Context: an optimization exercise on an open-source flow, tuned for small area and a short achievable clock period. The choices shown serve that exercise and are no tape-out recipe.
The RTL was checked by simulation tests, not by an equivalence proof against the original design.

==> flow/design.v, too long to show whole: its modules and the start of the top module <==
// module layer_blend: 1493 lines
// module lb_rows_and_n: 244 lines
// module lb_rows_mux_p: 244 lines
// module lb_rows_mux_n: 244 lines
// module lb_fa: 4 lines
// module lb_ha: 4 lines
// module lb_han: 4 lines
// module lb_mx: 3 lines
// module lb_and2: 3 lines
// module lb_or2: 3 lines
// module lb_maj: 3 lines
// module lb_a21oi: 3 lines
// module lb_o21ai: 3 lines
// module lb_nand2: 3 lines
// module lb_nor2: 3 lines
// module lb_inv: 3 lines
// module lb_xor2: 3 lines
// module lb_xnor2: 3 lines
// module lb_nd: 3 lines
module layer_blend #(
    parameter logic [23:0] BG_RGB    = 24'h000000,
    parameter logic        SYNC_IDLE = 1'b1
) (
    input  logic        clk,
    input  logic        rst,
    input  logic [31:0] color_rgba_top,
    input  logic [31:0] color_rgba_mid,
    input  logic [31:0] color_rgba_bot,
    input  logic        bright_in,
    input  logic        hsync_in,
    input  logic        vsync_in,
    output logic [23:0] rgb_out,
    output logic        bright_out,
    output logic        hsync_out,
    output logic        vsync_out
);
  // ...
==> flow/flow/run.sh <==
#!/bin/bash
set -euo pipefail
extra=()
if [[ -f flow/make.args ]]; then
  while IFS= read -r line; do [[ -n "$line" ]] && extra+=("$line"); done < flow/make.args
fi
bash standard.sh SYNTH_CANONICALIZE_TCL="$PWD/flow/leafmap.tcl" "${extra[@]}" finish > make.log 2>&1
==> flow/flow/leafmap.tcl <==
# Replace the design's leaf modules (full adders, inverted mux bits) by their cells.
techmap -map [file dirname [info script]]/leafmap.v
hierarchy -check -top $::env(DESIGN_NAME)
==> flow/flow/leafmap.v <==
// Map the design's leaf modules one-to-one onto sky130hd cells.
module lb_fa (input wire a, input wire b, input wire c, output wire s, output wire co);
    sky130_fd_sc_hd__fa_1 _TECHMAP_REPLACE_ (.A(a), .B(b), .CIN(c), .SUM(s), .COUT(co));
endmodule

module lb_ha (input wire a, input wire b, output wire s, output wire co);
    sky130_fd_sc_hd__ha_1 _TECHMAP_REPLACE_ (.A(a), .B(b), .SUM(s), .COUT(co));
endmodule

module lb_han (input wire a, input wire b, output wire s, output wire co);
    sky130_fd_sc_hd__xnor2_1 x (.A(a), .B(b), .Y(s));
    sky130_fd_sc_hd__or2_1 o (.A(a), .B(b), .X(co));
endmodule

module lb_mx (input wire sn, input wire f, input wire s, input wire b, output wire y);
    sky130_fd_sc_hd__o22ai_1 _TECHMAP_REPLACE_ (.A1(sn), .A2(f), .B1(s), .B2(b), .Y(y));
endmodule

module lb_nd (input wire a, input wire b, output wire y);
    sky130_fd_sc_hd__nand2_1 _TECHMAP_REPLACE_ (.A(a), .B(b), .Y(y));
endmodule

module lb_a21oi (input wire a1, input wire a2, input wire b1, output wire y);
    sky130_fd_sc_hd__a21oi_1 _TECHMAP_REPLACE_ (.A1(a1), .A2(a2), .B1(b1), .Y(y));
endmodule

module lb_o21ai (input wire a1, input wire a2, input wire b1, output wire y);
    sky130_fd_sc_hd__o21ai_0 _TECHMAP_REPLACE_ (.A1(a1), .A2(a2), .B1(b1), .Y(y));
endmodule

module lb_nand2 (input wire a, input wire b, output wire y);
    sky130_fd_sc_hd__nand2_1 _TECHMAP_REPLACE_ (.A(a), .B(b), .Y(y));
endmodule

module lb_nor2 (input wire a, input wire b, output wire y);
    sky130_fd_sc_hd__nor2_1 _TECHMAP_REPLACE_ (.A(a), .B(b), .Y(y));
endmodule

module lb_inv (input wire a, output wire y);
    sky130_fd_sc_hd__inv_1 _TECHMAP_REPLACE_ (.A(a), .Y(y));
endmodule

module lb_xor2 (input wire a, input wire b, output wire y);
    sky130_fd_sc_hd__xor2_1 _TECHMAP_REPLACE_ (.A(a), .B(b), .X(y));
endmodule

module lb_xnor2 (input wire a, input wire b, output wire y);
    sky130_fd_sc_hd__xnor2_1 _TECHMAP_REPLACE_ (.A(a), .B(b), .Y(y));
endmodule

module lb_maj (input wire a, input wire b, input wire c, output wire y);
    sky130_fd_sc_hd__maj3_1 _TECHMAP_REPLACE_ (.A(a), .B(b), .C(c), .X(y));
endmodule

module lb_and2 (input wire a, input wire b, output wire y);
    sky130_fd_sc_hd__and2_1 _TECHMAP_REPLACE_ (.A(a), .B(b), .X(y));
endmodule

module lb_or2 (input wire a, input wire b, output wire y);
    sky130_fd_sc_hd__or2_1 _TECHMAP_REPLACE_ (.A(a), .B(b), .X(y));
endmodule
==> flow/flow/make.args <==
BUFFER_PORTS_ARGS=-buffer_cell sky130_fd_sc_hd__buf_1
==> flow/standard.sh <==
#!/bin/bash
# synth_recipe.tcl (not shown) runs the flow's synth.tcl, then flattens the netlist and writes it again
# the make line also repeats each setting of config.mk as NAME=value (left out here)
make -C /OpenROAD-flow-scripts/flow DESIGN_CONFIG=/design/flow/config.mk WORK_HOME=/design/flow/orfs CLKGATE_MAP_FILE= SYNTH_SCRIPT=/design/flow/synth_recipe.tcl "${@:-finish}"
==> flow/config.mk <==
export PLATFORM = sky130hd
export DESIGN_NAME = layer_blend
export DESIGN_NICKNAME = layer_blend
export VERILOG_FILES = /design/flow/design.v
export SDC_FILE = /design/flow/constraint.sdc
export NUM_CORES = 4
export LEC_CHECK = 0
export CAP_MARGIN = 20
export CORE_MARGIN = 2
export CORE_UTILIZATION = 60
export CTS_BUF_LIST = sky130_fd_sc_hd__clkbuf_8
export CTS_CLUSTER_DIAMETER = 60
export CTS_CLUSTER_SIZE = 20
export SETUP_SLACK_MARGIN = 4.0
export SLEW_MARGIN = 20
export TNS_END_PERCENT = 10
==> flow/constraint.sdc <==
create_clock -name core_clock -period 8.0 [get_ports {clk}]
set_input_delay 1.6000 -clock core_clock [delete_from_list [all_inputs] [get_ports {clk}]]
set_output_delay 1.6000 -clock core_clock [all_outputs]
set_load 0.01 [all_outputs]
==> results.cfg, run 1 <==
[worst_setup_path]
critPathMostFrequentCell = sky130_fd_sc_hd__fa_1
worst_setup_path_startpoint = s2_hy_r[16]$_DFF_P_
cp_num_buf_inv = 1
worst_path_largest_cell_delay_ps = 620
timing.critical_path.from_type = register

[place]
place.port_buffers = 127
gp_routability_congestion = 0.908
placed_instances = 2763

[routing]
wirelength_met1_um = 23100
post_drt_wl_per_cell_um = 20.4

[worst_hold_path]
timing.hold.worst_endpoint = top_d2_r[9]$_DFF_P_
timing.hold.worst.start = top_d1_r[9]$_DFF_P_

[clock_tree]
cts_max_path_buffers = 3
cts.repair_timing.setup_buffer_count = 0
cts_max_level = 1
cts_made_buffers = 26

[final_layout]
multi_input_area_share_pct = 66.5
layout.cells.most_common_list = sky130_fd_sc_hd__o22ai_1, sky130_fd_sc_hd__fa_1, sky130_fd_sc_hd__nand2_1
buffer_area_share_pct = 3.74
buffers_excl_clock = 179
layout.cells.non_filler = 2834

[sta]
final.period_utilization_pct = 49.4
clock.fmax_mhz = 253

[synthesis]
synth_seq_area_share_pct = 25.7
synth.net_count = 2649
synth_compound_area_share_pct = 18.1
post_synth_fa_ha_maj_area_fraction_pct = 36.9
synth_enable_flop_cells = 0

[die]
die_width_um = 193

[outcome]
run_status = no timing/DRC/antenna violations
==> run 2: changes to the inputs <==
--- a/flow/config.mk
+++ b/flow/config.mk
@@ -15,2 +15 @@
 export SLEW_MARGIN = 20
-export TNS_END_PERCENT = 10
==> run 2 against run 1 <==
Still clean on timing, DRC and antenna. Sequential share of layout area down 0.076 points. Final cell count about the same. Area after synthesis unchanged. Via count up 0.51%. Clock skew up 2.4 ps. Register-to-register slack better by 70 ps. Final area up 0.33%. Worst hold slack about the same. Critical endpoint is now s2_hy_r[8]$_DFF_P_. Largest cell class unchanged.
==> results.cfg, run 2 <==
[final_layout]
design.final.nets = 2856
n_diodes = 0
post_route_cells_drive_above_1_share_pct = 6.82
synthToLayoutAreaGrowth_pct = 11.3
largest_registers = top_d1_r: 32 flops, top_d2_r: 32 flops, mid_rgb_n_r: 24 flops
layout.cells.most_common_list = sky130_fd_sc_hd__o22ai_1, sky130_fd_sc_hd__fa_1, sky130_fd_sc_hd__nand2_1
mostFrequentLayoutCell = sky130_fd_sc_hd__o22ai_1

[synthesis]
post_synth_fa_ha_maj_area_fraction_pct = 36.9
ys_async_sr_fraction_pct = 0
synth.net_count = 2649
synth_most_common_cell = sky130_fd_sc_hd__o22ai_1
synthDistinctLibCells = 28
syn_area_per_cell_um2 = 10.0
post_synthesis_cells = 2149
synthesis.yosys.warnings = 1
dominant_combinational_cell_family_by_area_after_synthesis = adder cells
xor_xnor_share_of_the_synthesized_area_pct = 6.85
synth.cells.most_frequent = sky130_fd_sc_hd__o22ai_1, sky130_fd_sc_hd__fa_1, sky130_fd_sc_hd__nand2_1, sky130_fd_sc_hd__dfxtp_1, sky130_fd_sc_hd__nor2_1
synth_enable_flop_cells = 0
synth_seq_area_share_pct = 25.7
syn_area_um2 = 21500
ys_ff_latch = 276
yosys-mux-area-fraction_pct = 0
synth-simple-area-share_pct = 10.8
synthTopCellsByArea = sky130_fd_sc_hd__fa_1, sky130_fd_sc_hd__dfxtp_1, sky130_fd_sc_hd__o22ai_1
top_cell_type_s_share_of_synthesized_area_pct = 35.2
synth_compound_area_share_pct = 18.1
synth_flop_cell = sky130_fd_sc_hd__dfxtp_1
synth_top_area_cell = sky130_fd_sc_hd__fa_1

[worst_setup_path]
timing.critical_path.slowest_stage_cell = sky130_fd_sc_hd__fa_1
cpLargestDelayFamily = adder cells
critPathMostFrequentCell = sky130_fd_sc_hd__fa_1
worst_path_largest_cell_delay_ps = 550
cp.arrival_ps = 4390
critPathCaptureType = register
timing.critical_path.from_type = register
chain_of_cells_forming_the_critical_path = nor2_1 -> o21ai_0 -> a21oi_1 -> o21ai_0 -> a21oi_1 -> inv_1 -> o22ai_1 -> fa_1 -> fa_1 -> fa_1 -> fa_1
worstPathRequired_ps = 8520
worstSetupPathType = register to register
cp_num_buf_inv = 1
worst_path_maximum_fanout = 8

[worst_hold_path]
hp-class = register to register

[outcome]
run_status = no timing/DRC/antenna violations

[routing]
first_iter_violations = 2063
count_of_vias_placed_by_the_detailed_router = 17990
drcViolationCount = 0
drt_first_pass_iters = 8
finalWirelength_um = 58100
post_drt_wl_per_cell_um = 20.5
drt-vias-per-instance = 6.34
drtAntennaViolNets = 0

[die]
floorplan.die.height_um = 193
core_region_area_um2 = 35400
dieArea_um2 = 37300
boundaryPins = 128
core.rowCount = 69
floorplan.initialDensity_pct = 60.7
die_width_um = 193

[sta]
timing.final.setup_violations = 0
hold_viol = 0
rsz0062_at_grt = true
fin_hold_ws_ps = 331
drv_slew = 0
clock.fmax_mhz = 258
max_slew.worst_pin.slew_ps = 1050
final_period_demand_of_the_worst_path_ps = 3880
max_slew_margin_pct = 29.8
final.period_utilization_pct = 48.4
timing.setup.tns_ps = 0
timing.clock.skew_ps = 29.4

[clock_tree]
cts_max_path_buffers = 3
cts-hold-fix-buffers = 0
cts.sinks = 276
clk_transition_reported_paths_ps = 110
worst_skew_pair.late_latency_ps = 620
cts_tree = built
cts_root_buffer = sky130_fd_sc_hd__clkbuf_8
cts_made_buffers = 26
cts_max_level = 1

[grt]
number_of_global_route_vias_before_repair = 18707
grt_start_max_net_pins = 26
grt_remaining_overflow = 0
antenna_found_initial = 0
grt_pass1_wl_um = 94100
global_route.usage.total_pct = 31.2

[place]
dp_hpwl_um = 43200
gp_routability_congestion = 0.908
place.port_buffers = 127

[job]
maxCapViolCount = 0
==> run 2: cell counts after synthesis <==
Identical to the previous run, type by type.
==> run 2: cells by family after synthesis <==
| group | Yosys count |
|---|---|
| AOI/OAI and AO/OA | 649 |
| xor gates and xnor gates | 168 |
| adders and majority gates | 408 |
| buffers and inverters | 93 |
| DFF | 276 |
| and+or+nand+nor | 555 |
==> run 2: final cells by class <==
type | instances | area [um2]
Clock inverter | 19 | 248
Clock buffer | 28 | 385
Fill cell | 2868 | 11500
Inverter | 91 | 342
Timing Repair Buffer | 181 | 907
Multi-Input combinational cell | 1780 | 15900
Sequential cell | 276 | 5530
Tap cell | 461 | 577
==> run 2: path summary, 6_finish.rpt <==
check	startpoint	to	slack, ps	depth (start not counted)
max	s1_hx_n_r[10]$_DFF_P_	s2_hy_r[8]$_DFF_P_	4120	11
max reg2reg	s1_hx_n_r[10]$_DFF_P_	s2_hy_r[8]$_DFF_P_	4120	11
min reg2reg	top_d1_r[9]$_DFF_P_	top_d2_r[9]$_DFF_P_	330	0
min	top_d1_r[9]$_DFF_P_	top_d2_r[9]$_DFF_P_	330	0
==> run 2: what timing repair did <==
item,CTS,global route
hold endpoints to repair,0,0
pin swaps,0,10
buffers inserted,3,23
gates resized for setup,32,29
setup endpoints to repair,87,68
==> run 2: metrics by stage <==
stage	cell area (um2)	instances	setup WS (ps)	util [%]
global route	23900	2836	3890	67.6
global placement	22700	2763	3430	64.2
detailed placement	22700	2763	3370	64.2
finish	23900	2836	4120	67.6
floorplan	21500	2149	4210	-
CTS	23600	2813	3930	66.5
==> run 2: per-layer routing <==
| metal | GRT usage, % | vias to the layer above | routed length [um] |
|---|---|---|---|
| met5 | 0 | - | 0 |
| met4 | 14.8 | 0 | 2860 |
| met3 | 4.41 | 256 | 4940 |
| met2 | 51.6 | 1112 | 27400 |
| met1 | 40.8 | 8661 | 22900 |
| li1 | - | 7961 | - |
==> run 3: changes to the inputs <==
--- a/flow/config.mk
+++ b/flow/config.mk
@@ -13,3 +13,3 @@
 export CTS_CLUSTER_SIZE = 20
-export SETUP_SLACK_MARGIN = 4.0
+export SETUP_SLACK_MARGIN = 4.1
 export SLEW_MARGIN = 20
==> run 3 against run 2 <==
Die area is the same. Utilization grew 0.82 points. Highest routed layer unchanged. Final area grew 1.2%. Area after synthesis is the same. First-iteration DRC count shrank 0.29%. Critical path depth shrank 5. Non-clock buffer count grew 25. Flip-flop and latch count is the same.
==> results.cfg, run 3 <==
[grt]
grt_remaining_overflow = 0
antenna_found_initial = 0
grt_pass1_wl_um = 94200
grt_start_max_net_pins = 26
number_of_global_route_vias_before_repair = 18748
global_route.usage.total_pct = 31.2

[clock_tree]
worst_skew_pair.late_latency_ps = 620
cts_made_buffers = 26
cts_root_buffer = sky130_fd_sc_hd__clkbuf_8
cts_max_level = 1
cts-hold-fix-buffers = 0
clk_transition_reported_paths_ps = 110
cts_max_path_buffers = 3
cts_tree = built
cts.sinks = 276

[routing]
drt-vias-per-instance = 6.34
count_of_vias_placed_by_the_detailed_router = 18136
drcViolationCount = 0
drtAntennaViolNets = 0
finalWirelength_um = 58300
drt_first_pass_iters = 6
post_drt_wl_per_cell_um = 20.4
first_iter_violations = 2057

[place]
place_area_um2 = 22700
dp_hpwl_um = 43200
gp_routability_congestion = 0.908
place.port_buffers = 127

[worst_setup_path]
worstPathRequired_ps = 8510
chain_of_cells_forming_the_critical_path = inv_1 -> o22ai_1 -> fa_1 -> fa_1 -> fa_1 -> fa_1
cp_num_buf_inv = 1
worstSetupPathType = register to register
cp.arrival_ps = 4370
worst_path_maximum_fanout = 25
critPathCaptureType = register
worst_path_largest_cell_delay_ps = 760
critPathMostFrequentCell = sky130_fd_sc_hd__fa_1
cpLargestDelayFamily = adder cells
timing.critical_path.from_type = register
timing.critical_path.slowest_stage_cell = sky130_fd_sc_hd__dfxtp_2

[sta]
timing.setup.tns_ps = 0
timing.clock.skew_ps = 30.3
rsz0062_at_grt = true
max_slew.worst_pin.slew_ps = 1020
max_slew_margin_pct = 31.8
final_period_demand_of_the_worst_path_ps = 3860
clock.fmax_mhz = 259
final.period_utilization_pct = 48.2
timing.final.setup_violations = 0
hold_viol = 0
drv_slew = 0

[final_layout]
synthToLayoutAreaGrowth_pct = 12.7
design.final.nets = 2881
layout.cells.most_common_list = sky130_fd_sc_hd__o22ai_1, sky130_fd_sc_hd__fa_1, sky130_fd_sc_hd__nand2_1
mostFrequentLayoutCell = sky130_fd_sc_hd__o22ai_1
largest_registers = top_d1_r: 32 flops, top_d2_r: 32 flops, mid_rgb_n_r: 24 flops
post_route_cells_drive_above_1_share_pct = 8.83
n_diodes = 0
fill_cells = 2838
stdcell_area_um2 = 24200

[die]
floorplan.initialDensity_pct = 60.7
boundaryPins = 128
dieArea_um2 = 37300
floorplan.die.height_um = 193
die_width_um = 193
core.rowCount = 69
core_region_area_um2 = 35400

[outcome]
run_status = no timing/DRC/antenna violations

[synthesis]
synth_enable_flop_cells = 0
syn_area_um2 = 21500
synthTopCellsByArea = sky130_fd_sc_hd__fa_1, sky130_fd_sc_hd__dfxtp_1, sky130_fd_sc_hd__o22ai_1
post_synthesis_cells = 2149
synth.net_count = 2649
synth.cells.most_frequent = sky130_fd_sc_hd__o22ai_1, sky130_fd_sc_hd__fa_1, sky130_fd_sc_hd__nand2_1, sky130_fd_sc_hd__dfxtp_1, sky130_fd_sc_hd__nor2_1
synthDistinctLibCells = 28
synth_most_common_cell = sky130_fd_sc_hd__o22ai_1
synth_seq_area_share_pct = 25.7
synthesis.yosys.warnings = 1
synth_flop_cell = sky130_fd_sc_hd__dfxtp_1
top_cell_type_s_share_of_synthesized_area_pct = 35.2
ys_ff_latch = 276
ys_async_sr_fraction_pct = 0
synth_top_area_cell = sky130_fd_sc_hd__fa_1
syn_area_per_cell_um2 = 10.0

[worst_hold_path]
hp-class = register to register

[job]
maxCapViolCount = 0
[run 3: cell types whose count changed in the layout (fill, tap and decap cells not counted), moves of 4 or more]
| cell | before | now |
|---|---|---|
| sky130_fd_sc_hd__buf_4 | 52 | 77 |
| sky130_fd_sc_hd__o21ai_1 | 2 | 19 |
| sky130_fd_sc_hd__o21ai_0 | 115 | 98 |
| sky130_fd_sc_hd__nor2_1 | 151 | 145 |
| sky130_fd_sc_hd__xor2_1 | 78 | 74 |
| sky130_fd_sc_hd__a21oi_1 | 94 | 89 |
| sky130_fd_sc_hd__xor2_2 | 18 | 22 |
| sky130_fd_sc_hd__a21oi_2 | 0 | 5 |
| sky130_fd_sc_hd__nor2_2 | 2 | 8 |
[run 3: kinds of logic (layout without fill, tap and decap cells)]
kind of cell / count (synthesis) / after routing / share of synthesized area (%)
buf+inv: 93 / 344 / 1.62
simple gates: 555 / 555 / 10.8
xor+xnor: 168 / 168 / 6.85
fa+ha+maj: 408 / 408 / 36.9
flops: 276 / 276 / 25.7
compound gates: 649 / 649 / 18.1
[run 3: final cells by class]
cell class	instances	area [um2]	area share [%]
multi-input cells	1780	16000	66.2
repair buffers	206	1100	4.53
inverters	91	349	1.44
clock inverters	19	248	1.02
flip-flops and latches	276	5530	22.8
well taps	461	577	2.38
clock buffers	28	385	1.59
[run 3: worst paths after layout]
path                            start                   to  slack, ps  depth (start not counted)
setup / recovery   mid_a_r[2]$_DFF_P_  s2_hy_r[16]$_DFF_P_       4140                          6
hold reg to reg   top_d1_r[9]$_DFF_P_  top_d2_r[9]$_DFF_P_        330                          0
setup reg to reg   mid_a_r[2]$_DFF_P_  s2_hy_r[16]$_DFF_P_       4140                          6
hold / removal    top_d1_r[9]$_DFF_P_  top_d2_r[9]$_DFF_P_        330                          0
[run 3: layer usage]
| layer | vias to the layer above | routed length [um] | track usage (%) |
|---|---|---|---|
| met5 | - | 0 | 0 |
| met4 | 0 | 2610 | 15.0 |
| met3 | 241 | 5060 | 4.48 |
| met2 | 1130 | 27600 | 51.6 |
| met1 | 8755 | 23000 | 40.7 |
| li1 | 8010 | - | - |
[run 3: what timing repair did]
action | 4_1_cts | 5_1_grt
buffers inserted | 5 | 46
setup endpoints to repair | 93 | 79
pin swaps | 0 | 22
resized for setup | 40 | 63
endpoints found under the hold margin | 0 | 0
[run 3: per-stage QoR]
stage	instances	worst slack, ps	hold slack, ps	utilization [%]
after floorplan	2149	4210	310	-
after global routing	2861	3990	341	68.4
after CTS	2815	3930	336	66.7
final	2861	4140	331	68.4
after detailed placement	2763	3370	312	64.2
after global placement	2763	3430	310	64.2

==> afterwards: timing with drivers on the ports <==
In the flow no input, the clock included, has a driving cell. The finished layouts below were timed again as built, in two steps.
Step 1 (the two cells are an assumption about what drives the block):
set clk [get_ports {clk}]
set_driving_cell -lib_cell sky130_fd_sc_hd__clkbuf_16 $clk
set_driving_cell -lib_cell sky130_fd_sc_hd__buf_2 [delete_from_list [all_inputs] $clk]
Step 2 also shifts input and output timing later by t, the mid clock arrival at the registers, as if the neighbouring blocks saw the same clock.
Three values: ideal, step 1, step 2; two values: the first two.
run	t, ns	slack for setup (ns)	slew at the worst register clock pin (ns)
run 1	0.653	4.051 / 4.051 / 3.675	0.11 / 0.11
run 2	0.657	4.124 / 4.124 / 3.671	0.11 / 0.11
run 3	0.660	4.141 / 4.141 / 3.684	0.11 / 0.11
After both steps setup and hold are still met in every run listed. The setup slack of run 3, which loses most, moves by 0.000 ns with the drivers and by -0.457 ns with both steps.
